What follows belongs to an exercise in optimizing a design on an open flow for small area, a short achievable clock period and few clock cycles per item; a production flow would make more cautious choices. The RTL was checked by simulation tests, not by an equivalence proof against the original design. Power is estimated from default activity; no workload was simulated.

==> flow/design.v <==
`default_nettype none
module sorted_priority_queue (
    input  logic        clk,
    input  logic        rst_n,
    input  logic        in_valid,
    output logic        in_ready,
    input  logic [2:0]  func,
    input  logic [15:0] tag,
    input  logic [15:0] prio,
    input  logic [15:0] high_bound,
    output logic        out_valid,
    input  logic        out_ready,
    output logic [2:0]  status,
    output logic [15:0] out_tag,
    output logic [15:0] out_prio,
    output logic [4:0]  removed,
    output logic [4:0]  count
);
    localparam int N = 16;
    localparam logic [2:0] FN_ENQ    = 3'd0;
    localparam logic [2:0] FN_DEQ    = 3'd1;
    localparam logic [2:0] FN_PEEK   = 3'd2;
    localparam logic [2:0] FN_GET    = 3'd3;
    localparam logic [2:0] FN_CHANGE = 3'd4;
    localparam logic [2:0] FN_RANGE  = 3'd5;
    localparam logic [2:0] FN_CLEAR  = 3'd6;
    localparam logic [2:0] ST_OK       = 3'd0;
    localparam logic [2:0] ST_TAKEN    = 3'd1;
    localparam logic [2:0] ST_EMPTY    = 3'd2;
    localparam logic [2:0] ST_NOTFOUND = 3'd3;
    localparam logic [2:0] ST_FULL     = 3'd4;
    localparam logic [2:0] ST_AMBIG    = 3'd5;
    function automatic logic [1:0] cmp16(input logic [15:0] a, input logic [15:0] b);
        logic [15:0] g1, e1;
        logic [7:0]  g2, e2;
        logic [3:0]  g3, e3;
        logic [1:0]  g4, e4;
        g1 = a & ~b;
        e1 = ~(a ^ b);
        for (int j = 0; j < 8; j++)
        begin
            g2[j] = g1[2*j+1] | (e1[2*j+1] & g1[2*j]);
            e2[j] = e1[2*j+1] & e1[2*j];
        end
        for (int j = 0; j < 4; j++)
        begin
            g3[j] = g2[2*j+1] | (e2[2*j+1] & g2[2*j]);
            e3[j] = e2[2*j+1] & e2[2*j];
        end
        for (int j = 0; j < 2; j++)
        begin
            g4[j] = g3[2*j+1] | (e3[2*j+1] & g3[2*j]);
            e4[j] = e3[2*j+1] & e3[2*j];
        end
        cmp16 = {g4[1] | (e4[1] & g4[0]), e4[1] & e4[0]};
    endfunction
    function automatic logic [4:0] therm_count(input logic [N-1:0] t);
        logic [4:0] c;
        c[4] = t[15];
        c[3] = t[7] & ~t[15];
        c[2] = (t[3] & ~t[7]) | (t[11] & ~t[15]);
        c[1] = '0;
        c[0] = '0;
        for (int j = 0; j < 4; j++)
            c[1] = c[1] | (t[4*j+1] & ~t[4*j+3]);
        for (int j = 0; j < 8; j++)
            c[0] = c[0] | (t[2*j] & ~t[2*j+1]);
        therm_count = c;
    endfunction
    logic         e_v, e_r0;
    logic         d_enq, d_deq, d_pk, d_get, d_chg, d_rng, d_clr;
    logic [15:0]  e_t, e_p;     
    logic [N-1:0] c_gt, c_eq, c_te;
    logic [15:0]  st [N];
    logic [15:0]  sp [N];
    logic [N-1:0] sv;
    logic [4:0]   cnt;
    logic [N-1:0] rmask;
    logic [4:0]   e_bin, ce;
    logic [3:0]   kleft;
    logic         busy;
    logic        o_v;
    logic [2:0]  o_st;
    logic [15:0] o_t, o_p;
    logic [4:0]  o_rem, o_cnt;
    assign out_valid = o_v;
    assign status    = o_st;
    assign out_tag   = o_t;
    assign out_prio  = o_p;
    assign removed   = o_rem;
    assign count     = o_cnt;
    logic ex0, ex, exb, acc;
    logic e_v_n, e_r0_n, busy_n, exb_n;
    assign ex0      = e_r0 && !busy;
    assign ex       = exb && (!o_v || out_ready);
    assign in_ready = !e_v || ex;
    assign acc      = in_valid && in_ready;
    always_comb
    begin
        e_v_n  = acc ? 1'b1 : (ex ? 1'b0 : e_v);
        e_r0_n = acc ? (func == FN_RANGE) : (ex0 ? 1'b0 : e_r0);
        if (ex && d_rng)
            busy_n = (k > 5'd1);
        else if (busy)
            busy_n = (kleft != 4'd1);
        else
            busy_n = 1'b0;
        exb_n = e_v_n && !busy_n && !e_r0_n;
    end
    logic [N-1:0] pre, fm;
    logic         none, one;
    always_comb
    begin
        logic [7:0] a1, o1;
        logic [3:0] a2, o2;
        logic [1:0] a3, o3;
        pre[0] = c_te[0];
        for (int i = 1; i < N; i++)
            pre[i] = pre[i-1] | c_te[i];
        fm[0] = c_te[0];
        for (int i = 1; i < N; i++)
            fm[i] = c_te[i] & ~pre[i-1];
        for (int j = 0; j < 8; j++)
        begin
            a1[j] = c_te[2*j] | c_te[2*j+1];
            o1[j] = c_te[2*j] ^ c_te[2*j+1];
        end
        for (int j = 0; j < 4; j++)
        begin
            a2[j] = a1[2*j] | a1[2*j+1];
            o2[j] = (o1[2*j] & ~a1[2*j+1]) | (o1[2*j+1] & ~a1[2*j]);
        end
        for (int j = 0; j < 2; j++)
        begin
            a3[j] = a2[2*j] | a2[2*j+1];
            o3[j] = (o2[2*j] & ~a2[2*j+1]) | (o2[2*j+1] & ~a2[2*j]);
        end
        none = ~(a3[0] | a3[1]);
        one  = (o3[0] & ~a3[1]) | (o3[1] & ~a3[0]);
    end
    logic taken, full, empty;
    assign taken = |c_eq;
    assign full  = sv[N-1];
    assign empty = ~sv[0];
    logic [15:0] lk_p;
    always_comb
    begin
        lk_p = '0;
        for (int i = 0; i < N; i++)
            lk_p = lk_p | (sp[i] & {16{fm[i]}});
    end
    logic [N-1:0] ge;
    logic [4:0]   s_bin, k, rng_cnt;
    logic [5:0]   k6;
    logic         delf;
    always_comb
    begin
        ge      = c_gt | c_eq;
        delf    = |(rmask & ~c_gt);
        s_bin   = therm_count(c_gt);
        k6      = {1'b0, e_bin} - {1'b0, s_bin};
        k       = k6[5] ? 5'd0 : k6[4:0];
        rng_cnt = k6[5] ? cnt : 5'(ce + s_bin);
    end
    logic ok_enq, ok_chg, ins, clr;
    assign ok_enq = !taken && !full;
    assign ok_chg = !taken && one;
    assign ins    = ex && ((d_enq && ok_enq) || (d_chg && ok_chg));
    assign clr    = ex && d_clr;
    logic [N-1:0] A, G;
    always_comb
    begin
        for (int i = 0; i < N; i++)
        begin
            A[i] = (busy && !rmask[i])
                || (ex && d_rng && delf && !c_gt[i])
                || (ex && d_deq && !empty)
                || (ex && d_chg && ok_chg && pre[i]);
            G[i] = (d_chg && pre[i]) ? ((i < N-1) ? c_gt[(i+1)%N] : 1'b0) : c_gt[i];
        end
    end
    logic [N-1:0] up, nw, dn, hd;
    always_comb
    begin
        for (int i = 0; i < N; i++)
        begin
            up[i] = (!ins || G[i]) && A[i];
            nw[i] = ins && !G[i] && ((i == 0) || G[(i+N-1)%N]);
            dn[i] = ins && !G[i] && (i > 0) && !G[(i+N-1)%N] && !A[(i+N-1)%N];
            hd[i] = !(up[i] || nw[i] || dn[i]);
        end
    end
    logic [15:0]  key_p;
    logic [N-1:0] k_gt, k_eq, k_te;
    logic [1:0]   f_pc;
    logic         f_te;
    always_comb
    begin
        key_p = e_r0 ? e_t : prio;
        for (int i = 0; i < N; i++)
        begin
            logic [1:0] r;
            r       = cmp16(sp[i], key_p);
            k_gt[i] = sv[i] & r[1];
            k_eq[i] = sv[i] & r[0];
            k_te[i] = sv[i] & (st[i] == tag);
        end
        f_pc = cmp16(e_p, prio);
        f_te = (e_t == tag);
    end
    logic [N-1:0] s_gt, s_eq, s_te;
    assign s_gt = (acc || ex0) ? k_gt : c_gt;
    assign s_eq = (acc || ex0) ? k_eq : c_eq;
    assign s_te = (acc || ex0) ? k_te : c_te;
    logic [15:0]  st_n [N];
    logic [15:0]  sp_n [N];
    logic [N-1:0] sv_n, gt_n, eq_n, te_n;
    always_comb
    begin
        for (int i = 0; i < N; i++)
        begin
            st_n[i] = ({16{nw[i]}} & e_t)
                    | ({16{up[i]}} & ((i < N-1) ? st[(i+1)%N] : st[i]))
                    | ({16{dn[i]}} & st[(i+N-1)%N])
                    | ({16{hd[i]}} & st[i]);
            sp_n[i] = ({16{nw[i]}} & e_p)
                    | ({16{up[i]}} & ((i < N-1) ? sp[(i+1)%N] : sp[i]))
                    | ({16{dn[i]}} & sp[(i+N-1)%N])
                    | ({16{hd[i]}} & sp[i]);
            sv_n[i] = !clr & (nw[i]
                    | (up[i] & ((i < N-1) ? sv[(i+1)%N] : 1'b0))
                    | (dn[i] & sv[(i+N-1)%N])
                    | (hd[i] & sv[i]));
            gt_n[i] = !clr & ((nw[i] & f_pc[1])
                    | (up[i] & ((i < N-1) ? s_gt[(i+1)%N] : 1'b0))
                    | (dn[i] & s_gt[(i+N-1)%N])
                    | (hd[i] & s_gt[i]));
            eq_n[i] = !clr & ((nw[i] & f_pc[0])
                    | (up[i] & ((i < N-1) ? s_eq[(i+1)%N] : 1'b0))
                    | (dn[i] & s_eq[(i+N-1)%N])
                    | (hd[i] & s_eq[i]));
            te_n[i] = !clr & ((nw[i] & f_te)
                    | (up[i] & ((i < N-1) ? s_te[(i+1)%N] : 1'b0))
                    | (dn[i] & s_te[(i+N-1)%N])
                    | (hd[i] & s_te[i]));
        end
    end
    logic [2:0]  res_st;
    logic [15:0] res_t, res_p;
    logic [4:0]  res_rem, cnt_n;
    always_comb
    begin
        res_st  = ST_OK;
        res_t   = '0;
        res_p   = '0;
        res_rem = '0;
        cnt_n   = cnt;
        if (d_enq)
        begin
            if (taken)
                res_st = ST_TAKEN;
            else if (full)
                res_st = ST_FULL;
            else
                cnt_n = cnt + 5'd1;
        end
        if (d_deq || d_pk)
        begin
            if (empty)
                res_st = ST_EMPTY;
            else
            begin
                res_t = st[0];
                res_p = sp[0];
                if (d_deq)
                    cnt_n = cnt - 5'd1;
            end
        end
        if (d_get)
        begin
            if (none)
                res_st = ST_NOTFOUND;
            else
                res_p = lk_p;
        end
        if (d_chg)
        begin
            if (taken)
                res_st = ST_TAKEN;
            else if (!none && !one)
                res_st = ST_AMBIG;
            else if (none)
                res_st = ST_NOTFOUND;
        end
        if (d_rng)
        begin
            res_rem = k;
            cnt_n   = rng_cnt;
        end
        if (d_clr)
        begin
            res_rem = cnt;
            cnt_n   = '0;
        end
    end
    always_ff @(posedge clk or negedge rst_n)
    begin
        if (!rst_n)
        begin
            e_v   <= 1'b0;
            e_r0  <= 1'b0;
            sv    <= '0;
            cnt   <= '0;
            kleft <= '0;
            busy  <= 1'b0;
            exb   <= 1'b0;
            o_v   <= 1'b0;
        end
        else
        begin
            e_v  <= e_v_n;
            busy <= busy_n;
            exb  <= exb_n;
            e_r0 <= e_r0_n;
            sv <= sv_n;
            if (ex)
                cnt <= cnt_n;
            if (ex && d_rng)
                kleft <= (k == '0) ? 4'd0 : 4'(k - 5'd1);
            else if (busy)
                kleft <= kleft - 4'd1;
            if (ex)
                o_v <= 1'b1;
            else if (out_ready)
                o_v <= 1'b0;
        end
    end
    always_ff @(posedge clk)
    begin
        if (acc)
        begin
            d_enq <= (func == FN_ENQ);
            d_deq <= (func == FN_DEQ);
            d_pk  <= (func == FN_PEEK);
            d_get <= (func == FN_GET);
            d_chg <= (func == FN_CHANGE);
            d_rng <= (func == FN_RANGE);
            d_clr <= (func == FN_CLEAR);
            e_t <= (func == FN_RANGE) ? high_bound : tag;
            e_p <= prio;
        end
        c_gt <= gt_n;
        c_eq <= eq_n;
        c_te <= te_n;
        if (ex0)
        begin
            rmask <= ge;
            e_bin <= therm_count(ge);
            ce    <= cnt - therm_count(ge);
        end
        else if (ex && d_rng)
        begin
            rmask <= c_gt;
        end
        for (int i = 0; i < N; i++)
        begin
            st[i] <= st_n[i];
            sp[i] <= sp_n[i];
        end
        if (ex)
        begin
            o_st  <= res_st;
            o_t   <= res_t;
            o_p   <= res_p;
            o_rem <= res_rem;
            o_cnt <= cnt_n;
        end
    end
endmodule
`default_nettype wire
==> flow/run.sh <==
#!/bin/bash
# synth_recipe.tcl (not shown) runs the flow's synth.tcl, then flattens the netlist and writes it again
# the make line also repeats each setting of config.mk as NAME=value (left out here)
make -C /OpenROAD-flow-scripts/flow DESIGN_CONFIG=/design/flow/config.mk WORK_HOME=/design/flow/orfs CLKGATE_MAP_FILE= SYNTH_SCRIPT=/design/flow/synth_recipe.tcl finish
==> flow/config.mk <==
export PLATFORM = sky130hd
export DESIGN_NAME = sorted_priority_queue
export DESIGN_NICKNAME = sorted_priority_queue
export VERILOG_FILES = /design/flow/design.v
export SDC_FILE = /design/flow/constraint.sdc
export NUM_CORES = 4
export LEC_CHECK = 0
export CAP_MARGIN = 20
export CORE_MARGIN = 2
export CORE_UTILIZATION = 50
export SETUP_SLACK_MARGIN = 2.7
export SLEW_MARGIN = 20
==> flow/constraint.sdc <==
create_clock -name core_clock -period 6.0 [get_ports {clk}]
set_input_delay 1.2000 -clock core_clock [delete_from_list [all_inputs] [get_ports {clk}]]
set_output_delay 1.2000 -clock core_clock [all_outputs]
set_load 0.01 [all_outputs]
==> metrics.md, run 1 <==
| Metric | Value |
|---|---|
| DR vias | `about 44000` |
| Post-Syn Area per Cell | `9.533 µm²` |
| Tightest Pin Transition | `1267 ps` |
| GRT Util Overall | `a little under half` |
| DIE AREA | `between 80000 and 90000 µm²` |
| Tmin final | `between 3000 and 4000 ps` |
| WP data required | `between 6000 and 7000 ps` |
| Comb power frac | `48.9%` |
| FP Rows | `roughly 110` |
| Synth cell types | `97` |
| DR iter-0 viols | `roughly 7000` |
| Worst hold margin | `463.8 ps` |
| Crit-path max FO | `9` |
| Run status | `timing/DRC/antenna clean` |
| Arrival @ worst endpoint | `between 3000 and 4000 ps` |
| Final slew viol count | `0` |
| Final net count | `between 5000 and 6000` |
| Reg2reg setup slack | `2600 ps` |
| Initial antenna violation count | `8` |
| Hold path startpoint | `st[15][6]` |
| Hpwl dp | `about 150000 µm` |
| Max-cap viol count | `0` |
| Sequential share of power | `32.0%` |
| Register area share after synthesis | `about 36%` |
| Multi-input gate area | `27820 µm²` |
| H-tree depth | `3` |
| Antenna viol nets, final | `0` |
| Cells after synthesis | `4478` |
| Max frequency | `between 200 and 300 MHz` |
| Post-synth top area cell | `dfxtp_1` |
| CTS tree | `done` |
| Syn Std Cell Area | `roughly 43000 µm²` |
| Most frequent CP cell | `buf_6` |
| Pre-Repair DR Iteration Count | `11` |
| Die extent in y | `slightly below 300 µm` |
| Hold EP | `st[15][6]` |
| Clock network fraction of design power | `a little under a fifth` |
| Hold path depth | `2` |
| Initial Utilization | `roughly half` |
| Cell Chain, Critical Path | `buf_6 > clkbuf_16 > mux2i_4 > buf_8 > buf_6 > ha_1 > nand3_1 > o22ai_1 > nor2_1 > o211ai_1 > nor3_2 > buf_4 > o22ai_4 > a22oi_2 > a31oi_1` |
| Crit path largest cell delay | `600 ps` |
| First-pass GRT wire length | `between 300000 and 400000 µm` |
| Min-delay worst type | `flip-flop to flip-flop` |
| Layout fillers | `roughly 7200` |
| Delay-heaviest family, CP | `buffers and inverters` |
| Port-buffer cells | `~100` |
| Clk root buf | `clkbuf_16` |
| Final Cycle Share | `~57%` |
| Setup Crit Path Kind | `flip-flop to flip-flop` |
| WL final | `approximately 220000 µm` |
| Worst setup SP type | `flip-flop` |
| Clock latency (worst-skew pair) | `around 690 ps` |
| Max Root-Sink Buffers | `3` |
| CTS clock-pin slew for the worst setup and hold paths | `around 60 ps` |
| R2R cell count | `15` |
| Sw frac | `approximately 48%` |
| Switch Pwr | `between 0.01 and 0.015 W` |
| Total grt overflow | `0` |
| Reg-to-Reg Start | `e_r0` |
| Largest net degree at the start of global routing | `70` |
| Critical R2R Capture | `c_gt[14]` |
| Clock Sinks | `700` |
| Slowest cell on the critical path | `dfrtp_4` |
| Slew headroom | `roughly 16%` |
| Vias/cell | `around 7.5` |
| Post-synth net total | `4836` |
| Core ar. | `roughly 85000 µm²` |
| Drt drc | `0` |
| Routability cong. | `between 1 and 1.5` |
| Yosys warning total | `5` |
| P per Cell Area | `between 500 and 600 nW/µm²` |
| Setup-failing EPs final | `0` |
| #FFs+latches synth | `700` |
| Critical path buffer and inverter count | `5` |
| RSZ-0062 raised after global routing | `yes` |
| Leakage power | `around 21 nW` |
| Vias in the first global route | `between 40000 and 50000` |
| Layout Area Growth over Synthesis | `23.51%` |
| Most frequent cells in the layout | `dfxtp_1 (537), a22o_1 (458), a221o_1 (448)` |
| FF+latch area | `15330 µm²` |
| Ranking of synthesized cells by area | `dfxtp_1 (26%), a221o_1 (11%), a22o_1 (9.5%)` |
| Hold_buf cts | `0` |
| Fraction of layout cells with a size suffix above 1 | `around a fifth` |
| Setup TNS | `0 ps` |
| DR WL/cell | `37.21 µm` |
| Crit. End Element | `flip-flop` |
| Top-Level Pins | `about 100` |
| Final-report hold violation count | `0` |
| Chip Width | `between 200 and 300 µm` |
| Most common cell after layout, fill and taps aside | `dfxtp_1` |
| Num CTS Buffers | `84` |
| Worst vdd ir | `approximately 0.00033 V` |
| Synth top area share | `around a quarter` |
| Ys flop type | `dfxtp_1` |
| Internal power | `roughly 0.015 W` |
| Number of synthesized flops with an enable pin | `110` |
| Fin Clk Skew | `~22 ps` |
| Asr flop ratio synth | `approximately 4.3%` |
==> cell families after synthesis <==
| kind of cell | Yosys count | share of synthesized area (%) |
|---|---|---|
| mux | 46 | 1.120 |
| xor+xnor | 285 | 5.847 |
| fa+ha+maj | 303 | 8.933 |
| compound gates | 1657 | 32.14 |
| simple gates | 1003 | 11.62 |
| buf+inv | 484 | 4.575 |
| flops | 700 | 35.76 |
==> how the worst max path moves through the flow <==
stage / end / cells after the start / slack (ps) / from
floorplan: st[12][10] / 11 / 2190 / out_ready
CTS: c_eq[15] / 11 / 2640 / out_ready
finish: c_gt[14] / 15 / 2600 / e_r0
detailed placement: c_gt[1] / 12 / 940 / prio[13]
global route: c_gt[12] / 14 / 2550 / e_r0
global placement: c_gt[1] / 12 / 1130 / prio[13]
==> power groups by stage <==
stage          Clock [W]  Combinational (W)  Sequential [W]
2_1_floorplan          0            0.00763         0.00756
6_report         0.00533             0.0137         0.00892
3_3_place_gp           0             0.0108         0.00878
4_1_cts          0.00532             0.0122         0.00869
5_1_grt          0.00551             0.0141         0.00890
3_5_place_dp           0             0.0109         0.00876
==> repair_timing <==
item	in CTS	in global routing
gates resized for setup	263	242
endpoints found under the setup margin	613	607
pin swaps	42	57
buffers inserted	128	68
gates cloned	15	5
==> metal layers <==
layer  part of all wire, %  track usage, %  routed length (µm)  vias to the layer above
met5                 0.072               0                 158                        -
met4                   9.5           36.36               20900                        6
met2                    40           67.70               88250                     3440
met3                    14           16.98               29710                      958
li1                      -               -                   -                    18241
met1                    37           59.35               80330                    21679
==> registers in the layout (all words and copies together), names as in the netlist, 3 cells and up <==
register / count
cnt: 5
rmask: 16
o_rem: 5
sv: 16
o_st: 3
o_cnt: 5
e_p: 16
c_eq: 16
e_bin: 5
ce: 5
st: 256
c_te: 16
sp: 256
kleft: 4
c_gt: 16
o_p: 16
e_t: 16
o_t: 16
==> cells in the mapped netlist, drive strengths merged, types with 18 or more instances <==
library cell,n
xnor2,204
nor2,166
edfxtp,110
ha,300
clkbuf,258
a21oi,184
nor4,49
o21ai,99
and2,27
o22ai,25
nor3,66
o211ai,29
a221oi,34
a21o,41
a21boi,18
a222oi,52
nor2b,37
mux2i,35
buf,133
dfrtp,30
a221o,448
a31oi,58
nand2b,21
xor2,81
a22oi,86
a22o,461
dfxtp,560
inv,91
nand2,368
nand4,108
nand3,107
==> final cells by class <==
type / count / share of cell area [%]
Multi-Input combinational cell: 3303 / 52.77
Sequential cell: 700 / 29.07
Timing Repair Buffer: 499 / 9.362
Clock buffer: 125 / 4.663
Tap cell: 1144 / 2.715
Inverter: 93 / 0.7475
Clock inverter: 30 / 0.6645
Antenna cell: 1 / 0.004746
==> metrics by stage <==
step	setup WS [ps]	total power (W)	cell area, µm²	utilization, %	instances
floorplan	2189	0.01519	43730	-	4478
global placement	1131	0.01954	45770	53.92	5520
detailed placement	938.4	0.01963	45790	53.95	5521
CTS	2642	0.02617	50890	59.95	5819
global route	2555	0.02848	52720	62.12	5895
finish	2603	0.02790	52720	62.12	5895
==> tightest hold or removal path: cells and delay by family, from the launching register on <==
kind / cells / cell delay [ps]
flip-flops: 1 / 330
AND/OR/NAND/NOR: 2 / 100
Testbench counts, summed over its fixed seeds: cycles 17,117, ops 16,000.
==> run 2: changes to the inputs <==
--- a/flow/config.mk
+++ b/flow/config.mk
@@ -8,5 +8,5 @@
 export CAP_MARGIN = 20
 export CORE_MARGIN = 2
 export CORE_UTILIZATION = 50
-export SETUP_SLACK_MARGIN = 2.7
+export SETUP_SLACK_MARGIN = 2.4
 export SLEW_MARGIN = 20
==> metrics.md, run 2 <==
| Metric | Value |
|---|---|
| Delay-heaviest family, CP | `compound AO/OA/AOI/OAI gates` |
| Largest net degree at the start of global routing | `70 (unchanged)` |
| Cells after synthesis | `4478 (unchanged)` |
| CTS tree | `done` |
| Max frequency | `272.0 MHz (-7.6%)` |
| Worst vdd ir | `0.0003144 V (-3.4%)` |
| Register area share after synthesis | `35.76% (unchanged)` |
| DIE AREA | `87730 µm² (unchanged)` |
| Yosys warning total | `5 (unchanged)` |
| #FFs+latches synth | `700 (unchanged)` |
| Setup-failing EPs final | `0 (unchanged)` |
| Ranking of synthesized cells by area | `dfxtp_1 (26%), a221o_1 (11%), a22o_1 (9.5%)` |
| Clock Sinks | `700 (unchanged)` |
| Setup Crit Path Kind | `primary input to flip-flop` |
| Fraction of layout cells with a size suffix above 1 | `14.08% (-5.4 points)` |
| Run status | `timing/DRC/antenna clean` |
| P per Cell Area | `529.0 nW/µm² (about the same)` |
| Final-report hold violation count | `0 (unchanged)` |
| FP Rows | `107 (unchanged)` |
| Worst setup SP type | `primary input` |
| First-pass GRT wire length | `291900 µm (-3.5%)` |
| Place WS | `942.4 ps (+4.039 ps)` |
| Antenna viol nets, final | `0 (unchanged)` |
| Crit-path max FO | `13 (+4)` |
| Port-buffer cells | `101 (unchanged)` |
| Crit. End Element | `flip-flop` |
| Total power | `0.02681 W (-3.9%)` |
| Final slew viol count | `0 (unchanged)` |
| Post-synth top cells | `dfxtp_1 (560), a22o_1 (461), a221o_1 (448)` |
| Max-cap viol count | `0 (unchanged)` |
| Tmin final | `3677 ps (+279.7 ps)` |
| Number of synthesized flops with an enable pin | `110 (unchanged)` |
| Final Cycle Share | `61.28% (+4.7 points)` |
| Slowest cell on the critical path | `clkdlybuf4s50_1` |
| CTS clock-pin slew for the worst setup and hold paths | `60 ps (about the same)` |
| Critical path buffer and inverter count | `3 (-2)` |
| DR WL/cell | `36.17 µm (-2.8%)` |
| GRT Util Overall | `45.78% (-2.1 points)` |
| Final core occ | `59.70% (-2.4 points)` |
| Clk root buf | `clkbuf_16` |
| Most common cell after layout, fill and taps aside | `dfxtp_1` |
| DR vias | `42995 (-3.0%)` |
| Max Root-Sink Buffers | `3 (unchanged)` |
| Vias/cell | `7.451 (-0.90%)` |
| Layout Area Growth over Synthesis | `18.70%` |
| Num CTS Buffers | `84 (unchanged)` |
| Crit path largest cell delay | `560 ps (-40 ps)` |
| Setup TNS | `0 ps (unchanged)` |
| Cell Chain, Critical Path | `clkdlybuf4s50_1 > mux2i_4 > buf_12 > buf_12 > ha_1 > a21oi_1 > o22ai_1 > o21bai_1 > o211ai_1 > a221oi_1 > o21ai_0 > a221oi_1 > o32ai_1` |
| DR iter-0 viols | `6517 (-7.5%)` |
| Chip Width | `296.2 µm (unchanged)` |
| Pre-Repair DR Iteration Count | `6 (-5)` |
| Top-Level Pins | `102 (unchanged)` |
| Leakage power | `19.87 nW (-4.1%)` |
| Arrival @ worst endpoint | `4220 ps (+270 ps)` |
| Core ar. | `84880 µm² (unchanged)` |
| Min-delay worst type | `flip-flop to flip-flop` |
| WL final | `208700 µm (-4.8%)` |
| Final net count | `4913 (-2.5%)` |
| Vias in the first global route | `39762 (-2.1%)` |
| Die extent in y | `296.2 µm (unchanged)` |
| Initial Utilization | `50.29% (unchanged)` |
| Hold_buf cts | `0 (unchanged)` |
| Drt drc | `0 (unchanged)` |
| Ys flop type | `dfxtp_1` |
| Hpwl dp | `145300 µm (-2.2%)` |
| Initial antenna violation count | `2 (-6)` |
| Total grt overflow | `0 (unchanged)` |
| Synth cell types | `97 (unchanged)` |
| Post-synth net total | `4836 (unchanged)` |
| Count leader, synth | `dfxtp_1` |
| Synth top area share | `26.26% (unchanged)` |
| Fin Clk Skew | `30.69 ps (+8.315 ps)` |
| Slew headroom | `23.33% (+7.8 points)` |
| H-tree depth | `3 (unchanged)` |
| Biggest regs | `sp: 256 flops, st: 256 flops` |
| Asr flop ratio synth | `4.286% (unchanged)` |
| Syn Std Cell Area | `42690 µm² (unchanged)` |
| RSZ-0062 raised after global routing | `yes` |
| Post-Syn Area per Cell | `9.533 µm² (unchanged)` |
| Layout fillers | `7399 (+2.6%)` |
| Setup slack after layout | `2323 ps (-279.7 ps)` |
| WP data required | `6540 ps (-20 ps)` |
| Most frequent cells in the layout | `dfxtp_1 (549), a22o_1 (460), a221o_1 (448)` |
| Clock latency (worst-skew pair) | `710 ps (+20 ps)` |
| Routability cong. | `1.002 (-7.2%)` |
| Tightest Pin Transition | `1149 ps (-118.5 ps)` |
| Post-synth top area cell | `dfxtp_1` |
[run 2: cell count changes in the layout (fill, tap and decap cells not counted), sizes merged, moves of 4 or more]
cell and change:
clkinv +5, clkbuf -14, nor2 +4, inv +7
bufinv +6, clkdlybuf4s50 +14, dlymetal6s2s +4, dlygate4sd2 -18
buf -127, clkinvlp -8
[run 2: cell families (layout without fill, tap and decap cells)]
group / count (synthesis) / after routing / synth area share (%)
AND/OR/NAND/NOR: 1003 / 1013 / 11.62
buffers and inverters: 484 / 615 / 4.575
other: 0 / 1 / 0
multiplexers: 46 / 47 / 1.120
XOR/XNOR: 285 / 285 / 5.847
flip-flops: 700 / 700 / 35.76
adder cells (fa/ha/maj): 303 / 303 / 8.933
AO/OA/AOI/OAI: 1657 / 1662 / 32.14
[run 2: path summary, 6_finish.rpt]
check | start | depth (start not counted) | slack, ps | to
hold / removal | st[15][1] | 2 | 470 | st[15][1]
setup reg to reg | c_te[8] | 11 | 2340 | o_p[4]
hold reg to reg | st[15][1] | 2 | 470 | st[15][1]
setup / recovery | prio[1] | 13 | 2320 | c_gt[1]
min in group asynchronous | rst_n | 1 | 640 | sv[0]
max in group asynchronous | rst_n | 1 | 4760 | sv[12]
[run 2: power by group]
| group | internal (W) | switching, W | total [W] |
|---|---|---|---|
| combinational | 0.00457 | 0.00771 | 0.0123 |
| sequential | 0.00629 | 0.00255 | 0.00883 |
| clock | 0.00336 | 0.00233 | 0.00569 |
[run 2: cell type report]
cell class / instances / area [µm²] / share of cell area [%]
Inverter: 93 / 367.9 / 0.7259
Clock inverter: 40 / 581.8 / 1.148
Multi-Input combinational cell: 3310 / 27010 / 53.31
Antenna cell: 1 / 2.502 / 0.004938
Clock buffer: 116 / 2417 / 4.770
Sequential cell: 700 / 15280 / 30.16
Timing Repair Buffer: 366 / 3576 / 7.057
Tap cell: 1144 / 1431 / 2.825
[run 2: per-layer routing]
metal / track usage [%] / vias to the layer above / part of all wire, %
met3: 13.12 / 786 / 13
li1: - / 17986 / -
met4: 31.33 / 4 / 8.3
met1: 58.50 / 21015 / 38
met5: 0 / - / 0.011
met2: 66.63 / 3204 / 41
[run 2: worst reg2reg max path, cell delays in order (launching register included)]
cell and delay [ps]:
dfxtp_2 430, inv_1 200, ha_1 290, nand4_1 180, nor2_1 180, nor2b_2 350
buf_6 350, nand3_2 260, a21oi_1 250, nand4_1 200, a221oi_1 470, nor2_1 200
[run 2: timing repair]
item	4_1_cts	5_1_grt
gates cloned	12	5
buffers inserted	58	39
resized for setup	120	118
pin swaps	26	19
endpoints found under the setup margin	596	565
[run 2: metrics by stage]
stage | hold slack [ps] | instance area (µm²) | cells
floorplan | 447.2 | 43260 | 4478
global placement | 458.6 | 45420 | 5498
detailed placement | 460.0 | 45440 | 5499
CTS | 470.0 | 49730 | 5725
global route | 490.1 | 50670 | 5769
finish | 471.4 | 50670 | 5770
==> run 3: changes to the inputs <==
--- a/flow/config.mk
+++ b/flow/config.mk
@@ -5,8 +5,8 @@
 export SDC_FILE = /design/flow/constraint.sdc
 export NUM_CORES = 4
 export LEC_CHECK = 0
-export CAP_MARGIN = 20
+export CAP_MARGIN = 10
 export CORE_MARGIN = 2
 export CORE_UTILIZATION = 50
-export SETUP_SLACK_MARGIN = 2.4
-export SLEW_MARGIN = 20
+export SETUP_SLACK_MARGIN = 2.7
+export SLEW_MARGIN = 10
==> metrics.md, run 3 <==
| Metric | Value |
|---|---|
| Die extent in y | `296.2 µm (unchanged)` |
| Port-buffer cells | `101 (unchanged)` |
| Final net count | `5034 (+2.5%)` |
| H-tree depth | `3 (unchanged)` |
| Hold path startpoint | `st[15][6]` |
| Setup slack after layout | `2586 ps (+263.4 ps)` |
| Antenna viol nets, final | `0 (unchanged)` |
| Top-Level Pins | `102 (unchanged)` |
| CTS tree | `done` |
| Layout Area Growth over Synthesis | `22.77%` |
| Final slew viol count | `0 (unchanged)` |
| #FFs+latches synth | `700 (unchanged)` |
| Asr flop ratio synth | `4.286% (unchanged)` |
| Syn Std Cell Area | `42690 µm² (unchanged)` |
| Most frequent cells in the layout | `dfxtp_1 (540), a22o_1 (458), a221o_1 (448)` |
| Run status | `timing/DRC/antenna clean` |
| DR vias | `44435 (+3.3%)` |
| GRT Util Overall | `47.62% (+1.8 points)` |
| DR iter-0 viols | `7058 (+8.3%)` |
| Final-report hold violation count | `0 (unchanged)` |
| Worst hold margin | `464.2 ps (-7.232 ps)` |
| Pre-Repair DR Iteration Count | `10 (+4)` |
| Slowest cell on the critical path | `dfrtp_4` |
| Fin Clk Skew | `31.29 ps (+0.6005 ps)` |
| Setup-failing EPs final | `0 (unchanged)` |
| Clock latency (worst-skew pair) | `710 ps (about the same)` |
| Synth cell types | `97 (unchanged)` |
| Clk root buf | `clkbuf_16` |
| First-pass GRT wire length | `301600 µm (+3.3%)` |
| Max frequency | `293.0 MHz (+7.7%)` |
| Arrival @ worst endpoint | `4030 ps (-190 ps)` |
| Fraction of layout cells with a size suffix above 1 | `18.55% (+4.5 points)` |
| Vias/cell | `7.540 (+1.2%)` |
| CTS clock-pin slew for the worst setup and hold paths | `60 ps (about the same)` |
| Initial antenna violation count | `9 (+7)` |
| Worst setup SP type | `flip-flop` |
| Ys flop type | `dfxtp_1` |
| Total grt overflow | `0 (unchanged)` |
| Hpwl dp | `149000 µm (+2.6%)` |
| Routability cong. | `1.079 (+7.7%)` |
| Cells after synthesis | `4478 (unchanged)` |
| WL final | `219300 µm (+5.1%)` |
| Tmin final | `3414 ps (-263.4 ps)` |
| DR WL/cell | `37.21 µm (+2.9%)` |
| FP Rows | `107 (unchanged)` |
| Count leader, synth | `dfxtp_1` |
| Synth top area share | `26.26% (unchanged)` |
| Initial Utilization | `50.29% (unchanged)` |
| Cell Chain, Critical Path | `buf_12 > buf_4 > mux2i_2 > buf_12 > buf_4 > ha_1 > nand4_1 > nor3_2 > and3_1 > a21oi_1 > o31ai_1 > a22oi_1 > a21oi_1` |
| Setup Crit Path Kind | `flip-flop to flip-flop` |
| RSZ-0062 raised after global routing | `yes` |
| Post-synth net total | `4836 (unchanged)` |
| Min-delay worst type | `flip-flop to flip-flop` |
| WP data required | `6620 ps (+80 ps)` |
| Place WS | `935.7 ps (-6.708 ps)` |
| Crit. End Element | `flip-flop` |
| Crit path largest cell delay | `590 ps (+30 ps)` |
| Worst vdd ir | `0.0003448 V (+9.7%)` |
| Max-cap viol count | `0 (unchanged)` |
| DIE AREA | `87730 µm² (unchanged)` |
| Post-Syn Area per Cell | `9.533 µm² (unchanged)` |
| Slew headroom | `17.04% (-6.3 points)` |
| Number of synthesized flops with an enable pin | `110 (unchanged)` |
| Biggest regs | `sp: 256 flops, st: 256 flops` |
| Max Root-Sink Buffers | `3 (unchanged)` |
| Reg-to-Reg Start | `e_r0` |
| Most common cell after layout, fill and taps aside | `dfxtp_1` |
| Tightest Pin Transition | `1241 ps (+92.61 ps)` |
| Setup TNS | `0 ps (unchanged)` |
| Vias in the first global route | `40536 (+1.9%)` |
| Clock Sinks | `700 (unchanged)` |
| P per Cell Area | `532.5 nW/µm² (+0.65%)` |
| Num CTS Buffers | `82 (-2.4%)` |
| CP Launch Point | `e_r0` |
| Chip Width | `296.2 µm (unchanged)` |
| Largest net degree at the start of global routing | `70 (unchanged)` |
| Post-synth top cells | `dfxtp_1 (560), a22o_1 (461), a221o_1 (448)` |
| Ranking of synthesized cells by area | `dfxtp_1 (26%), a221o_1 (11%), a22o_1 (9.5%)` |
| Core ar. | `84880 µm² (unchanged)` |
| Leakage power | `20.65 nW (+3.9%)` |
| Final Cycle Share | `56.89% (-4.4 points)` |
| Post-synth top area cell | `dfxtp_1` |
| Drt drc | `0 (unchanged)` |
| Crit-path max FO | `7 (-6)` |
| Register area share after synthesis | `35.76% (unchanged)` |
| Yosys warning total | `5 (unchanged)` |
## run 3: power by group
group	internal [W]	leakage, nW	switching [W]
Clock	0.00304	1.36	0.00222
Combinational	0.00535	13.3	0.00845
Sequential	0.00629	6.01	0.00256
## run 3: final timing paths
path / to / slack (ps) / cells after the start
worst max-delay path: c_eq[11] / 2590 / 13
worst min-delay path: st[15][6] / 460 / 2
worst max register to register: c_eq[11] / 2590 / 13
worst min register to register: st[15][6] / 460 / 2
max in group asynchronous: e_r0 / 4960 / 2
min in group asynchronous: cnt[2] / 580 / 2
## run 3: stage by stage
stage	instances	total power [W]	utilization, %	area [µm²]
floorplan	4478	0.01519	-	43730
global placement	5520	0.01954	53.92	45770
detailed placement	5520	0.01961	53.92	45770
CTS	5810	0.02613	59.91	50850
global route	5889	0.02846	61.73	52400
finish	5893	0.02791	61.75	52410
## run 3: area by class of cell
class,count,area [µm²]
sequential,700,15320
inverter,93,382.9
tap,1144,1431
antenna,4,10.01
clock buffer,123,2405
timing repair buffer,497,4980
fill,7305,32470
clock inverter,30,342.8
multi-input combinational,3302,27540
## run 3: critical path, delay by kind of cell, from the launching register on
kind | cells | cell delay (ps)
simple gates | 3 | 880
fa+ha+maj | 1 | 320
mux | 1 | 160
flops | 1 | 590
compound gates | 4 | 700
buf+inv | 4 | 700
## run 3: logic make-up after synthesis
logic type	Yosys count	synth area share, %
compound gates	1657	32.14
fa+ha+maj	303	8.933
mux	46	1.120
simple gates	1003	11.62
xor+xnor	285	5.847
buf+inv	484	4.575
flops	700	35.76
## run 3: timing repair
action,CTS,global route
hold buffers,0,0
pin swaps,42,65
resized for setup,264,184
endpoints found under the setup margin,613,600
buffers inserted,125,71
cloned,12,8
## run 3: metal layers
layer	routed length, µm	part of all wire [%]	GRT usage (%)
met5	91	0.041	0
met4	20040	9.1	34.34
met3	29280	13	16.11
met2	89000	41	67.85
met1	80890	37	59.83
==> run 4: changes to the inputs <==
--- a/flow/config.mk
+++ b/flow/config.mk
@@ -5,8 +5,8 @@
 export SDC_FILE = /design/flow/constraint.sdc
 export NUM_CORES = 4
 export LEC_CHECK = 0
-export CAP_MARGIN = 10
+export CAP_MARGIN = 5
 export CORE_MARGIN = 2
 export CORE_UTILIZATION = 50
-export SETUP_SLACK_MARGIN = 2.7
-export SLEW_MARGIN = 10
+export SETUP_SLACK_MARGIN = 2.8
+export SLEW_MARGIN = 5
==> metrics.md, run 4 <==
| Metric | Value |
|---|---|
| Run status | `timing/DRC/antenna clean` |
| DR WL/cell | `36.83 µm (-1.0%)` |
| Crit-path max FO | `10 (+3)` |
| Synth top area share | `26.26% (unchanged)` |
| Synth cell types | `97 (unchanged)` |
| GRT Util Overall | `47.46% (-0.16 points)` |
| Count leader, synth | `dfxtp_1` |
| Max-cap viol count | `0 (unchanged)` |
| Crit. End Element | `flip-flop` |
| Hpwl dp | `144700 µm (-2.9%)` |
| Layout Area Growth over Synthesis | `25.25%` |
| Biggest regs | `sp: 256 flops, st: 256 flops` |
| Slew headroom | `11.29% (-5.8 points)` |
| Hold_buf cts | `0 (unchanged)` |
| Fraction of layout cells with a size suffix above 1 | `20.65% (+2.1 points)` |
| Post-Syn Area per Cell | `9.533 µm² (unchanged)` |
| Worst hold margin | `471.0 ps (+6.836 ps)` |
| DR vias | `45061 (+1.4%)` |
| Post-synth net total | `4836 (unchanged)` |
| CTS clock-pin slew for the worst setup and hold paths | `60 ps (about the same)` |
| Clk root buf | `clkbuf_16` |
| Syn Std Cell Area | `42690 µm² (unchanged)` |
| Clock Sinks | `700 (unchanged)` |
| Leakage power | `21.16 nW (+2.5%)` |
| Final Cycle Share | `55.22% (-1.7 points)` |
| Top-Level Pins | `102 (unchanged)` |
| Drt drc | `0 (unchanged)` |
| Fin Clk Skew | `21.67 ps (-9.620 ps)` |
| Chip Width | `296.2 µm (unchanged)` |
| Antenna viol nets, final | `0 (unchanged)` |
| Yosys warning total | `5 (unchanged)` |
| Max frequency | `301.8 MHz (+3.0%)` |
| Most common cell after layout, fill and taps aside | `dfxtp_1` |
| Final net count | `5109 (+1.5%)` |
| H-tree depth | `3 (unchanged)` |
| #FFs+latches synth | `700 (unchanged)` |
| Initial Utilization | `50.29% (unchanged)` |
| Routability cong. | `1.064 (-1.5%)` |
| Port-buffer cells | `101 (unchanged)` |
| Arrival @ worst endpoint | `3840 ps (-190 ps)` |
| Tightest Pin Transition | `1328 ps (+86.52 ps)` |
| Ranking of synthesized cells by area | `dfxtp_1 (26%), a221o_1 (11%), a22o_1 (9.5%)` |
| Total grt overflow | `0 (unchanged)` |
| Tmin final | `3313 ps (-100.1 ps)` |
| Worst setup SP type | `flip-flop` |
| Worst vdd ir | `0.0003768 V (+9.3%)` |
| Setup TNS | `0 ps (unchanged)` |
| Max Root-Sink Buffers | `3 (unchanged)` |
| Pre-Repair DR Iteration Count | `10 (unchanged)` |
| Core ar. | `84880 µm² (unchanged)` |
| FP Rows | `107 (unchanged)` |
| Post-synth top cells | `dfxtp_1 (560), a22o_1 (461), a221o_1 (448)` |
| P per Cell Area | `532.9 nW/µm² (about the same)` |
| CTS tree | `done` |
| Cells after synthesis | `4478 (unchanged)` |
| First-pass GRT wire length | `302200 µm (+0.21%)` |
| Ys flop type | `dfxtp_1` |
| Post-synth top area cell | `dfxtp_1` |
| Largest net degree at the start of global routing | `70 (unchanged)` |
| Vias in the first global route | `40768 (+0.57%)` |
| Final core occ | `63.00% (+1.3 points)` |
| Final-report hold violation count | `0 (unchanged)` |
| Number of synthesized flops with an enable pin | `110 (unchanged)` |
| Min-delay worst type | `flip-flop to flip-flop` |
| Clock latency (worst-skew pair) | `680 ps (-30 ps)` |
| Layout fillers | `7075 (-3.1%)` |
| DR iter-0 viols | `7276 (+3.1%)` |
| Initial antenna violation count | `12 (+3)` |
| Final slew viol count | `0 (unchanged)` |
| WP data required | `6520 ps (-100 ps)` |
| DIE AREA | `87730 µm² (unchanged)` |
| Most frequent cells in the layout | `dfxtp_1 (532), a22o_1 (459), a221o_1 (448)` |
| WL final | `219900 µm (+0.29%)` |
| Setup-failing EPs final | `0 (unchanged)` |
| Register area share after synthesis | `35.76% (unchanged)` |
| Die extent in y | `296.2 µm (unchanged)` |
| Num CTS Buffers | `83 (+1.2%)` |
| Setup Crit Path Kind | `flip-flop to flip-flop` |
| Vias/cell | `7.547 (about the same)` |
| RSZ-0062 raised after global routing | `yes` |
| Asr flop ratio synth | `4.286% (unchanged)` |
[run 4: changes by cell type in the layout (fill, tap and decap cells not counted), moves of 7 or more]
cell	change
clkbuf_2	+7
nor3_2	-7
buf_4	+41
buf_8	+9
nor4_1	-7
clkinv_2	-7
inv_1	-9
nor3_1	+7
buf_12	+13
dlygate4sd2_1	-7
dfxtp_4	+7
clkbuf_8	+9
dfxtp_1	-8
[run 4: report_power, final]
group	switching [W]	leakage [nW]	internal, W	total, W
logic	0.00880	13.8	0.00558	0.0144
clock network	0.00221	1.35	0.00305	0.00526
registers	0.00256	6.02	0.00629	0.00885
total	0.0136	21.2	0.0149	0.0285
[run 4: logic make-up (layout without fill, tap and decap cells)]
| kind of cell | Yosys count | count (layout) | synth area share [%] |
|---|---|---|---|
| AOI/OAI and AO/OA | 1657 | 1658 | 32.14 |
| and+or+nand+nor | 1003 | 1013 | 11.62 |
| DFF | 700 | 700 | 35.76 |
| buffers and inverters | 484 | 810 | 4.575 |
| adders and majority gates | 303 | 303 | 8.933 |
| xor gates and xnor gates | 285 | 285 | 5.847 |
| muxes | 46 | 49 | 1.120 |
| other | 0 | 9 | 0 |
[run 4: area by class of cell]
cell class                      count  area, µm²  share of cell area, %
Multi-Input combinational cell   3308      27800                  51.99
Antenna cell                        9      22.52                0.04212
Tap cell                         1144       1431                  2.677
Inverter                           93      391.6                 0.7324
Timing Repair Buffer              565       5734                  10.72
Clock buffer                      134       2521                  4.715
Clock inverter                     18      231.5                 0.4329
Sequential cell                   700      15340                  28.69
[run 4: metal layers]
layer | global-route usage, % | up-vias | wire (µm)
met5 | 0.9424 | - | 180
met4 | 33.20 | 12 | 20620
met3 | 15.21 | 982 | 31060
met2 | 67.81 | 3767 | 88120
met1 | 60.35 | 21893 | 79950
li1 | - | 18407 | -
[run 4: critical path, cell delays in order (launching register included)]
cell      delay, ps
dfrtp_1         380
buf_12          200
buf_4           200
mux2i_4         370
buf_8           170
buf_12          140
ha_1            240
nand3_1         110
o22ai_1         100
o21ai_1         130
o311ai_1        130
o311ai_1        400
o21ai_1         210
a221oi_2        250
o32ai_1         110
[run 4: metrics by stage]
step,power [W],cells,instance area (µm²),setup slack (ps)
after floorplan,0.01520,4478,43750,2189
after global placement,0.01942,5511,45690,951.9
after detailed placement,0.01953,5511,45690,888.4
after CTS,0.02641,5857,51630,2708
after global routing,0.02901,5965,53460,2700
final,0.02849,5971,53470,2687
[run 4: timing repair]
item                       in CTS  in global routing
cloned                         21                 11
pin swaps                      63                 65
setup buffers                 173                 94
resized for setup             329                213
setup endpoints to repair     616                586
hold endpoints to repair        0                  0
[run 4: worst paths after layout]
| path | from | to | slack, ps | cells past startpoint |
|---|---|---|---|---|
| max in group asynchronous | rst_n | sv[14] | 4650 | 1 |
| hold / removal | st[15][15] | st[15][15] | 470 | 2 |
| min in group asynchronous | rst_n | cnt[1] | 720 | 1 |
| hold reg to reg | st[15][15] | st[15][15] | 470 | 2 |
| setup / recovery | e_r0 | c_gt[1] | 2690 | 14 |
| setup reg to reg | e_r0 | c_gt[1] | 2690 | 14 |
==> run 5: changes to the inputs <==
--- a/flow/config.mk
+++ b/flow/config.mk
@@ -8,5 +8,5 @@
 export CAP_MARGIN = 5
 export CORE_MARGIN = 2
 export CORE_UTILIZATION = 50
-export SETUP_SLACK_MARGIN = 2.8
+export SETUP_SLACK_MARGIN = 2.95
 export SLEW_MARGIN = 5
==> metrics.md, run 5 <==
| Metric | Value |
|---|---|
| Run status | `timing/DRC/antenna clean` |
| Die extent in y | `296.2 µm (unchanged)` |
| Yosys warning total | `5 (unchanged)` |
| GRT Util Overall | `49.42% (+2.0 points)` |
| Fin Clk Skew | `35.77 ps (+14.10 ps)` |
| Number of synthesized flops with an enable pin | `110 (unchanged)` |
| CTS tree | `done` |
| Worst setup SP type | `flip-flop` |
| DR iter-0 viols | `7739 (+6.4%)` |
| Register area share after synthesis | `35.76% (unchanged)` |
| Asr flop ratio synth | `4.286% (unchanged)` |
| RSZ-0062 raised after global routing | `yes` |
| Fin cells | `6161 (+3.2%)` |
| Layout Area Growth over Synthesis | `35.34%` |
| Drt drc | `0 (unchanged)` |
| Fraction of synthesized area in multiplexers | `1.120% (unchanged)` |
| Worst vdd ir | `0.0003450 V (-8.5%)` |
| Routability cong. | `1.036 (-2.6%)` |
| Max-cap viol count | `0 (unchanged)` |
| Total grt overflow | `0 (unchanged)` |
| Clk root buf | `clkbuf_16` |
| Clock latency (worst-skew pair) | `710 ps (+30 ps)` |
| Cells after DPL | `5522 (+0.20%)` |
| Top-Level Pins | `102 (unchanged)` |
| XOR/XNOR share of the synthesized area | `5.847% (unchanged)` |
| Synth Area in Adders | `8.933% (unchanged)` |
| Biggest regs | `sp: 256 flops, st: 256 flops` |
| Hpwl dp | `147400 µm (+1.9%)` |
| Final core occ | `68.07% (+5.1 points)` |
| Most frequent CP cell | `buf_12` |
| WP data required | `6550 ps (+30 ps)` |
| Pre-Repair DR Iteration Count | `12 (+2)` |
| Setup TNS | `0 ps (unchanged)` |
| Clock Sinks | `700 (unchanged)` |
| Fraction of layout cells with a size suffix above 1 | `27.50% (+6.8 points)` |
| DR vias | `47106 (+4.5%)` |
| Hold path depth | `2 (unchanged)` |
| Initial Utilization | `50.29% (unchanged)` |
| Tightest Pin Transition | `1157 ps (-171.0 ps)` |
| Ys flop type | `dfxtp_1` |
| CTS clock-pin slew for the worst setup and hold paths | `60 ps (about the same)` |
| Leakage power | `22.76 nW (+7.6%)` |
| Cells after synthesis | `4478 (unchanged)` |
| Chip Width | `296.2 µm (unchanged)` |
| Cell Chain, Critical Path | `buf_12 > buf_12 > mux2i_2 > buf_6 > buf_8 > ha_4 > a21oi_2 > o22ai_1 > o21bai_1 > o211ai_1 > a221oi_1 > o21ai_1 > a221oi_2 > o32ai_1` |
| DR WL/cell | `38.50 µm (+4.5%)` |
| Final slew viol count | `0 (unchanged)` |
| H-tree depth | `3 (unchanged)` |
| Arrival @ worst endpoint | `4020 ps (+180 ps)` |
| Most frequent cells in the layout | `dfxtp_1 (527), a22o_1 (459), a221o_1 (448)` |
| FP Rows | `107 (unchanged)` |
| Largest net degree at the start of global routing | `70 (unchanged)` |
| DIE AREA | `87730 µm² (unchanged)` |
| Crit-path max FO | `8 (-2)` |
| Initial antenna violation count | `18 (+6)` |
| Post-Synth Simple-Gate Area | `11.62% (unchanged)` |
| Setup Crit Path Kind | `flip-flop to flip-flop` |
| Ranking of synthesized cells by area | `dfxtp_1 (26%), a221o_1 (11%), a22o_1 (9.5%)` |
| Count leader, synth | `dfxtp_1` |
| Crit path largest cell delay | `590 ps (+190 ps)` |
| Final net count | `5298 (+3.7%)` |
| Slowest cell on the critical path | `dfrtp_4` |
| Post-synth top cells | `dfxtp_1 (560), a22o_1 (461), a221o_1 (448)` |
| Antenna viol nets, final | `0 (unchanged)` |
| R2R cell count | `14 (unchanged)` |
| #FFs+latches synth | `700 (unchanged)` |
| Synth top area share | `26.26% (unchanged)` |
| Largest family of logic cells by synthesized area | `compound AO/OA/AOI/OAI gates` |
| Vias/cell | `7.646 (+1.3%)` |
| Post-synth top area cell | `dfxtp_1` |
| Num CTS Buffers | `82 (-1.2%)` |
| WL final | `237200 µm (+7.8%)` |
| Post-synth net total | `4836 (unchanged)` |
| Tmin final | `3468 ps (+154.4 ps)` |
| Syn Std Cell Area | `42690 µm² (unchanged)` |
| Total power | `0.03176 W (+11%)` |
| P per Cell Area | `549.7 nW/µm² (+3.2%)` |
| Min-delay worst type | `flip-flop to flip-flop` |
| Final-report hold violation count | `0 (unchanged)` |
| Slew headroom | `22.87% (+12 points)` |
| Vias in the first global route | `42412 (+4.0%)` |
| Post-Syn Area per Cell | `9.533 µm² (unchanged)` |
| First-pass GRT wire length | `313400 µm (+3.7%)` |
| Port-buffer cells | `101 (unchanged)` |
| Setup-failing EPs final | `0 (unchanged)` |
| Crit. End Element | `flip-flop` |
| Max frequency | `288.4 MHz (-4.5%)` |
| Final Cycle Share | `57.80% (+2.6 points)` |
| Compound-Gate Fraction of Synth Area | `32.14% (unchanged)` |
| Synth cell types | `97 (unchanged)` |
| Most common cell after layout, fill and taps aside | `dfxtp_1` |
| Core ar. | `84880 µm² (unchanged)` |
| Max Root-Sink Buffers | `3 (unchanged)` |
[run 5: cell counts after synthesis]
Identical to the previous run, type by type.
[run 5: power by group]
part | leakage (nW) | internal [W] | switching, W | total, W
Combinational | 15.3 | 0.00733 | 0.0102 | 0.0175
Sequential | 6.02 | 0.00629 | 0.00252 | 0.00882
Clock | 1.41 | 0.00314 | 0.00228 | 0.00541
[run 5: timing repair]
item                                    in CTS  in global routing
pin swaps                                  135                203
resized for setup                          569                388
cloned                                      31                 40
hold buffers                                 0                  0
setup buffers                              244                163
endpoints found under the setup margin     633                583
[run 5: path summary, 6_finish.rpt]
check | startpoint | end | slack (ps)
setup reg to reg | e_r0 | c_gt[1] | 2530
max in group asynchronous | rst_n | e_r0 | 4550
min in group asynchronous | rst_n | kleft[1] | 680
setup / recovery | e_r0 | c_gt[1] | 2530
hold reg to reg | st[15][9] | st[15][9] | 470
hold / removal | st[15][9] | st[15][9] | 470
[run 5: worst max-delay path: cells and delay by family, from the launching register on]
family	cells	cell delay [ps]
buf+inv	4	770
fa+ha+maj	1	210
compound gates	8	1520
flops	1	590
mux	1	210
[run 5: metal layers]
metal  wire length (µm)  up-vias  part of all wire (%)  track usage [%]
met5                239        -                  0.10                0
met4              23800       24                    10            37.52
met3              35870     1263                    15            18.36
met2              93510     4093                    39            69.84
met1              83750    22897                    35            60.80
li1                   -    18829                     -                -
[run 5: through the flow]
| stage | worst slack (ps) | cell area [µm²] | hold WS [ps] |
|---|---|---|---|
| after global placement | 956.2 | 45820 | 454.4 |
| after detailed placement | 941.5 | 45820 | 458.3 |
| after CTS | 2774 | 53730 | 466.8 |
| after global routing | 2544 | 57750 | 490.3 |
| after floorplan | 2189 | 43810 | 443.0 |
| final | 2532 | 57770 | 471.5 |
[run 5: logic make-up after synthesis]
logic type / after synthesis
AOI/OAI and AO/OA: 1657
and+or+nand+nor: 1003
DFF: 700
buffers and inverters: 484
adders and majority gates: 303
xor gates and xnor gates: 285
muxes: 46
[run 5: layout make-up]
class | instances | area (µm²)
inverter | 93 | 406.6
tap | 1144 | 1431
fill | 6623 | 27100
sequential | 700 | 15370
clock inverter | 44 | 456.7
clock buffer | 108 | 2376
antenna | 9 | 22.52
multi-input combinational | 3312 | 29280
timing repair buffer | 751 | 8431
==> run 6: changes to the inputs <==
==> flow/config.mk (replaced) <==
export PLATFORM = sky130hd
export DESIGN_NAME = sorted_priority_queue
export DESIGN_NICKNAME = sorted_priority_queue
export VERILOG_FILES = /design/flow/design.v
export SDC_FILE = /design/flow/constraint.sdc
export NUM_CORES = 4
export LEC_CHECK = 0
export CAP_MARGIN = 20
export CORE_MARGIN = 2
export CORE_UTILIZATION = 55
export SETUP_SLACK_MARGIN = 2.85
export SLEW_MARGIN = 20
==> metrics.md, run 6 <==
| Metric | Value |
|---|---|
| Run status | `timing/DRC/antenna clean` |
| Ys flop type | `dfxtp_1` |
| Setup TNS | `0 ps (unchanged)` |
| Crit-path max FO | `16 (+8)` |
| Arrival @ worst endpoint | `4000 ps (-20 ps)` |
| CTS tree | `done` |
| P per Cell Area | `519.9 nW/µm² (-5.4%)` |
| Initial Utilization | `55.29% (+5.0 points)` |
| Pre-Repair DR Iteration Count | `11 (-1)` |
| Slew headroom | `18.27% (-4.6 points)` |
| Sw frac | `47.59% (+0.38 points)` |
| Register area share after synthesis | `35.76% (unchanged)` |
| Fraction of layout cells with a size suffix above 1 | `22.16% (-5.3 points)` |
| Worst hold margin | `477.9 ps (+6.417 ps)` |
| Layout Area Growth over Synthesis | `26.06%` |
| Delay-heaviest family, CP | `simple AND/OR/NAND/NOR gates` |
| Vias in the first global route | `41468 (-2.2%)` |
| Count leader, synth | `dfxtp_1` |
| Total power | `0.02798 W (-12%)` |
| Cells after synthesis | `4478 (unchanged)` |
| Die extent in y | `282.6 µm (-4.6%)` |
| Clock latency (worst-skew pair) | `680 ps (-30 ps)` |
| Critical path buffer and inverter count | `4 (unchanged)` |
| Clk root buf | `clkbuf_16` |
| Worst setup SP type | `flip-flop` |
| Leakage power | `21.08 nW (-7.4%)` |
| Post-synth top area cell | `dfxtp_1` |
| Hold_buf cts | `0 (unchanged)` |
| Clock network fraction of design power | `17.8% (+0.8 points)` |
| Internal power | `0.01466 W (-13%)` |
| H-tree depth | `3 (unchanged)` |
| Clock Sinks | `700 (unchanged)` |
| Largest net degree at the start of global routing | `70 (unchanged)` |
| Crit. End Element | `flip-flop` |
| DR WL/cell | `37.46 µm (-2.7%)` |
| Most common cell after layout, fill and taps aside | `dfxtp_1` |
| DR iter-0 viols | `8467 (+9.4%)` |
| Hpwl dp | `144300 µm (-2.1%)` |
| Switch Pwr | `0.01332 W (-11%)` |
| Slowest cell on the critical path | `nor4_2` |
| Setup Crit Path Kind | `flip-flop to flip-flop` |
| Setup-failing EPs final | `0 (unchanged)` |
| WP data required | `6540 ps (about the same)` |
| Reg2reg setup slack | `2550 ps (+20 ps)` |
| WL final | `218600 µm (-7.8%)` |
| #FFs+latches synth | `700 (unchanged)` |
| Top-Level Pins | `102 (unchanged)` |
| Core ar. | `77210 µm² (-9.0%)` |
| Post-synth net total | `4836 (unchanged)` |
| Initial antenna violation count | `9 (-9)` |
| Biggest regs | `sp: 256 flops, st: 256 flops` |
| Antenna viol nets, final | `0 (unchanged)` |
| CTS clock-pin slew for the worst setup and hold paths | `60 ps (about the same)` |
| Min-delay worst type | `flip-flop to flip-flop` |
| Post-synth top cells | `dfxtp_1 (560), a22o_1 (461), a221o_1 (448)` |
| Final-report hold violation count | `0 (unchanged)` |
| Number of synthesized flops with an enable pin | `110 (unchanged)` |
| Max frequency | `289.6 MHz (+0.44%)` |
| Most frequent CP cell | `buf_4` |
| Tightest Pin Transition | `1226 ps (+69.06 ps)` |
| Num CTS Buffers | `79 (-3.7%)` |
| Ranking of synthesized cells by area | `dfxtp_1 (26%), a221o_1 (11%), a22o_1 (9.5%)` |
| Final slew viol count | `0 (unchanged)` |
| Most frequent cells in the layout | `dfxtp_1 (529), a22o_1 (459), a221o_1 (448)` |
| Worst vdd ir | `0.0004153 V (+20%)` |
| GRT Util Overall | `51.70% (+2.3 points)` |
| Crit path largest cell delay | `570 ps (-20 ps)` |
| Final net count | `5081 (-4.1%)` |
| Port-buffer cells | `101 (unchanged)` |
| Max-cap viol count | `0 (unchanged)` |
| RSZ-0062 raised after global routing | `yes` |
| First-pass GRT wire length | `301400 µm (-3.8%)` |
| DR vias | `45758 (-2.9%)` |
| FP Rows | `102 (-4.7%)` |
| Syn Std Cell Area | `42690 µm² (unchanged)` |
| Comb power frac | `50.5% (-4.7 points)` |
| Max Root-Sink Buffers | `3 (unchanged)` |
| Synth cell types | `97 (unchanged)` |
| Post-Syn Area per Cell | `9.533 µm² (unchanged)` |
| Fin Clk Skew | `30.21 ps (-5.570 ps)` |
| Cell Chain, Critical Path | `nor4_2 > nand2_1 > nor3_2 > buf_6 > o211ai_1 > buf_4 > nor4_4 > nor3_4 > buf_4 > buf_12 > a221o_1` |
| Asr flop ratio synth | `4.286% (unchanged)` |
| Sequential share of power | `31.7% (+3.9 points)` |
| Vias/cell | `7.842 (+2.6%)` |
| Final core occ | `69.70% (+1.6 points)` |
| Tmin final | `3453 ps (-15.16 ps)` |
| Routability cong. | `1.042 (+0.59%)` |
| Chip Width | `282.6 µm (-4.6%)` |
| Final Cycle Share | `57.55% (-0.25 points)` |
| Yosys warning total | `5 (unchanged)` |
| Total grt overflow | `0 (unchanged)` |
| DIE AREA | `79860 µm² (-9.0%)` |
| Drt drc | `0 (unchanged)` |
| Synth top area share | `26.26% (unchanged)` |
## run 6: final cells by class
cell class / instances / area, µm²
clock buffers: 126 / 2327
well taps: 1040 / 1301
repair buffers: 548 / 5773
multi-input cells: 3301 / 28420
diodes: 7 / 17.52
fillers: 5938 / 23390
flip-flops and latches: 700 / 15350
clock inverters: 20 / 235.2
inverters: 93 / 385.4
## run 6: power by group through the flow
| stage | sequential (W) | combinational [W] | clock (W) |
|---|---|---|---|
| after floorplan | 0.00756 | 0.00765 | 0 |
| after global placement | 0.00872 | 0.0106 | 0 |
| after detailed placement | 0.00871 | 0.0108 | 0 |
| after CTS | 0.00862 | 0.0122 | 0.00494 |
| after global routing | 0.00883 | 0.0145 | 0.00512 |
| final | 0.00886 | 0.0141 | 0.00499 |
## run 6: worst reg2reg max path, cell delays in order (launching register included)
cell      delay, ps
dfxtp_1         420
nor4_2          570
nand2_1         270
nor3_2          250
buf_6           210
o211ai_1        160
buf_4           250
nor4_4          430
nor3_4          120
buf_4           190
buf_12          150
a221o_1         310
## run 6: per-stage QoR
| step | worst slack [ps] | instances | instance area, µm² |
|---|---|---|---|
| 2_1_floorplan | 2189 | 4478 | 43780 |
| 3_3_place_gp | 1148 | 5411 | 45610 |
| 3_5_place_dp | 1102 | 5412 | 45640 |
| 4_1_cts | 2757 | 5718 | 51180 |
| 5_1_grt | 2633 | 5828 | 53800 |
| 6_report | 2547 | 5835 | 53820 |
## run 6: path summary, 6_finish.rpt
check	cells after the start	end	start
worst min register to register	2	st[15][10]	st[15][10]
max in group asynchronous	1	e_r0	rst_n
min in group asynchronous	1	cnt[2]	rst_n
worst min-delay path	2	st[15][10]	st[15][10]
worst max-delay path	11	sp[5][1]	c_eq[13]
worst max register to register	11	sp[5][1]	c_eq[13]
## run 6: what timing repair did
| item | in CTS | in global routing |
|---|---|---|
| cloned | 12 | 6 |
| buffers inserted | 148 | 103 |
| pin swaps | 73 | 117 |
| gates resized for setup | 356 | 340 |
| endpoints found under the setup margin | 618 | 600 |
## run 6: per-layer routing
metal / up-vias / global-route usage (%) / share of wire (%)
li1: 18315 / - / -
met1: 22010 / 63.21 / 35
met2: 4195 / 73.61 / 40
met3: 1230 / 19.29 / 15
met4: 8 / 39.03 / 9.8
met5: - / 0.1832 / 0.081
## run 6: cells by family (layout without fill, tap and decap cells)
logic type	after synthesis	after routing	share of synthesized area [%]
AO/OA/AOI/OAI	1657	1659	32.14
AND/OR/NAND/NOR	1003	1007	11.62
flip-flops	700	700	35.76
buffers and inverters	484	787	4.575
adder cells (fa/ha/maj)	303	303	8.933
XOR/XNOR	285	285	5.847
multiplexers	46	47	1.120
other	0	7	0
==> run 7: changes to the inputs <==
==> flow/config.mk (replaced) <==
export PLATFORM = sky130hd
export DESIGN_NAME = sorted_priority_queue
export DESIGN_NICKNAME = sorted_priority_queue
export VERILOG_FILES = /design/flow/design.v
export SDC_FILE = /design/flow/constraint.sdc
export NUM_CORES = 4
export LEC_CHECK = 0
export CAP_MARGIN = 10
export CORE_MARGIN = 2
export CORE_UTILIZATION = 48
export SETUP_SLACK_MARGIN = 2.6
export SLEW_MARGIN = 10
==> metrics.md, run 7 <==
| Metric | Value |
|---|---|
| Final core occ | `58.35% (-11 points)` |
| Tmin final | `3524 ps (+71.76 ps)` |
| Core ar. | `88240 µm² (+14%)` |
| Clk root buf | `clkbuf_16` |
| H-tree depth | `3 (unchanged)` |
| Total grt overflow | `0 (unchanged)` |
| CTS clock-pin slew for the worst setup and hold paths | `60 ps (about the same)` |
| Final net count | `4977 (-2.0%)` |
| Multi-input gate area | `27200 µm² (-4.3%)` |
| Biggest regs | `sp: 256 flops, st: 256 flops` |
| Hold_buf cts | `0 (unchanged)` |
| Fin cells | `5851 (+0.27%)` |
| Initial Utilization | `48.38% (-6.9 points)` |
| Count leader, synth | `dfxtp_1` |
| Sw frac | `47.83% (+0.24 points)` |
| DIE AREA | `91340 µm² (+14%)` |
| P per Cell Area | `532.5 nW/µm² (+2.4%)` |
| Post-synth top area cell | `dfxtp_1` |
| Synth cell types | `97 (unchanged)` |
| Routability cong. | `1.011 (-3.0%)` |
| WL final | `217300 µm (-0.60%)` |
| Initial antenna violation count | `9 (unchanged)` |
| Crit-path max FO | `17 (+1)` |
| Max frequency | `283.7 MHz (-2.0%)` |
| Arrival @ worst endpoint | `4120 ps (+120 ps)` |
| Tightest Pin Transition | `1118 ps (-108.2 ps)` |
| #FFs+latches synth | `700 (unchanged)` |
| DR iter-0 viols | `6992 (-17%)` |
| Port-buffer cells | `101 (unchanged)` |
| Ranking of synthesized cells by area | `dfxtp_1 (26%), a221o_1 (11%), a22o_1 (9.5%)` |
| Die extent in y | `302.2 µm (+6.9%)` |
| WP data required | `6600 ps (+60 ps)` |
| Comb power frac | `48.9% (-1.6 points)` |
| Slew headroom | `25.24% (+7.0 points)` |
| Internal power | `0.01430 W (-2.4%)` |
| Cells after synthesis | `4478 (unchanged)` |
| Setup TNS | `0 ps (unchanged)` |
| Run status | `timing/DRC/antenna clean` |
| Max Root-Sink Buffers | `3 (unchanged)` |
| Layout fillers | `7722 (+30%)` |
| Vias in the first global route | `40225 (-3.0%)` |
| Final-report hold violation count | `0 (unchanged)` |
| Hpwl dp | `148300 µm (+2.8%)` |
| Most frequent cells in the layout | `dfxtp_1 (541), a22o_1 (459), a221o_1 (448)` |
| Largest net degree at the start of global routing | `70 (unchanged)` |
| Register area share after synthesis | `35.76% (unchanged)` |
| Ys flop type | `dfxtp_1` |
| Clock network fraction of design power | `18.7% (+0.9 points)` |
| Syn Std Cell Area | `42690 µm² (unchanged)` |
==> run 7: cell counts after synthesis <==
Identical to the previous run, type by type.
==> run 7: worst max-delay path, stage by stage <==
cell	delay, ps
clkdlybuf4s50_1	570
buf_4	430
xnor2_1	170
nand4_1	130
nor4_2	530
nand4_1	330
o21ai_0	350
a22oi_1	140
o22ai_1	260
==> run 7: final cells by class <==
cell class / count / area share, %
well taps: 1165 / 2.831
multi-input cells: 3305 / 52.83
repair buffers: 438 / 8.731
clock buffers: 119 / 4.527
flip-flops and latches: 700 / 29.73
inverters: 93 / 0.7363
clock inverters: 28 / 0.6002
diodes: 3 / 0.01458
==> run 7: worst paths after layout <==
kind / from / end / slack, ps / cells after the start
min in group asynchronous: rst_n / sv[9] / 670 / 1
max in group asynchronous: rst_n / cnt[0] / 4700 / 1
worst max register to register: sv[15] / sp[3][1] / 2510 / 9
worst min register to register: st[15][10] / st[15][10] / 480 / 2
worst min-delay path: st[15][10] / st[15][10] / 480 / 2
worst max-delay path: tag[12] / c_te[15] / 2480 / 9
==> run 7: power by group through the flow <==
stage               combinational (W)  clock (W)  sequential [W]
floorplan                     0.00758          0         0.00755
global placement               0.0108          0         0.00874
detailed placement             0.0109          0         0.00872
CTS                            0.0118    0.00512         0.00866
global route                   0.0139    0.00529         0.00888
finish                         0.0134    0.00514         0.00887
==> run 7: cells by family (layout without fill, tap and decap cells) <==
| logic type | Yosys count | count (layout) | synth area share (%) |
|---|---|---|---|
| compound gates | 1657 | 1659 | 32.14 |
| flops | 700 | 700 | 35.76 |
| mux | 46 | 46 | 1.120 |
| fa+ha+maj | 303 | 303 | 8.933 |
| buf+inv | 484 | 678 | 4.575 |
| other cells | 0 | 3 | 0 |
| simple gates | 1003 | 1012 | 11.62 |
| xor+xnor | 285 | 285 | 5.847 |
==> run 7: per-stage QoR <==
stage / area, µm² / hold slack, ps / setup slack (ps) / power [W]
after floorplan: 43490 / 447.2 / 2189 / 0.01513
after global placement: 45480 / 457.0 / 1091 / 0.01953
after global routing: 51480 / 490.7 / 2548 / 0.02803
after detailed placement: 45480 / 461.9 / 1071 / 0.01959
after CTS: 49770 / 471.9 / 2578 / 0.02553
final: 51490 / 476.9 / 2476 / 0.02742
==> run 7: layer usage <==
layer | part of all wire [%] | global-route usage [%] | vias up
met5 | 0.070 | 0 | -
met4 | 8.4 | 30.76 | 8
met3 | 13 | 13.52 | 802
met2 | 42 | 66.31 | 3327
met1 | 37 | 57.10 | 21453
li1 | - | - | 18117
==> run 7: timing repair <==
action	4_1_cts	5_1_grt
buffers inserted	79	80
pin swaps	34	49
endpoints found under the setup margin	605	582
cloned	11	8
resized for setup	181	215

Setup slack of run 7, layout unchanged: 2.476 ns with ideal ports, 2.509 ns with driving cells assumed (clock clkbuf_16, inputs buf_2), 1.752 ns with port delays also shifted by the 0.757 ns mid clock arrival.
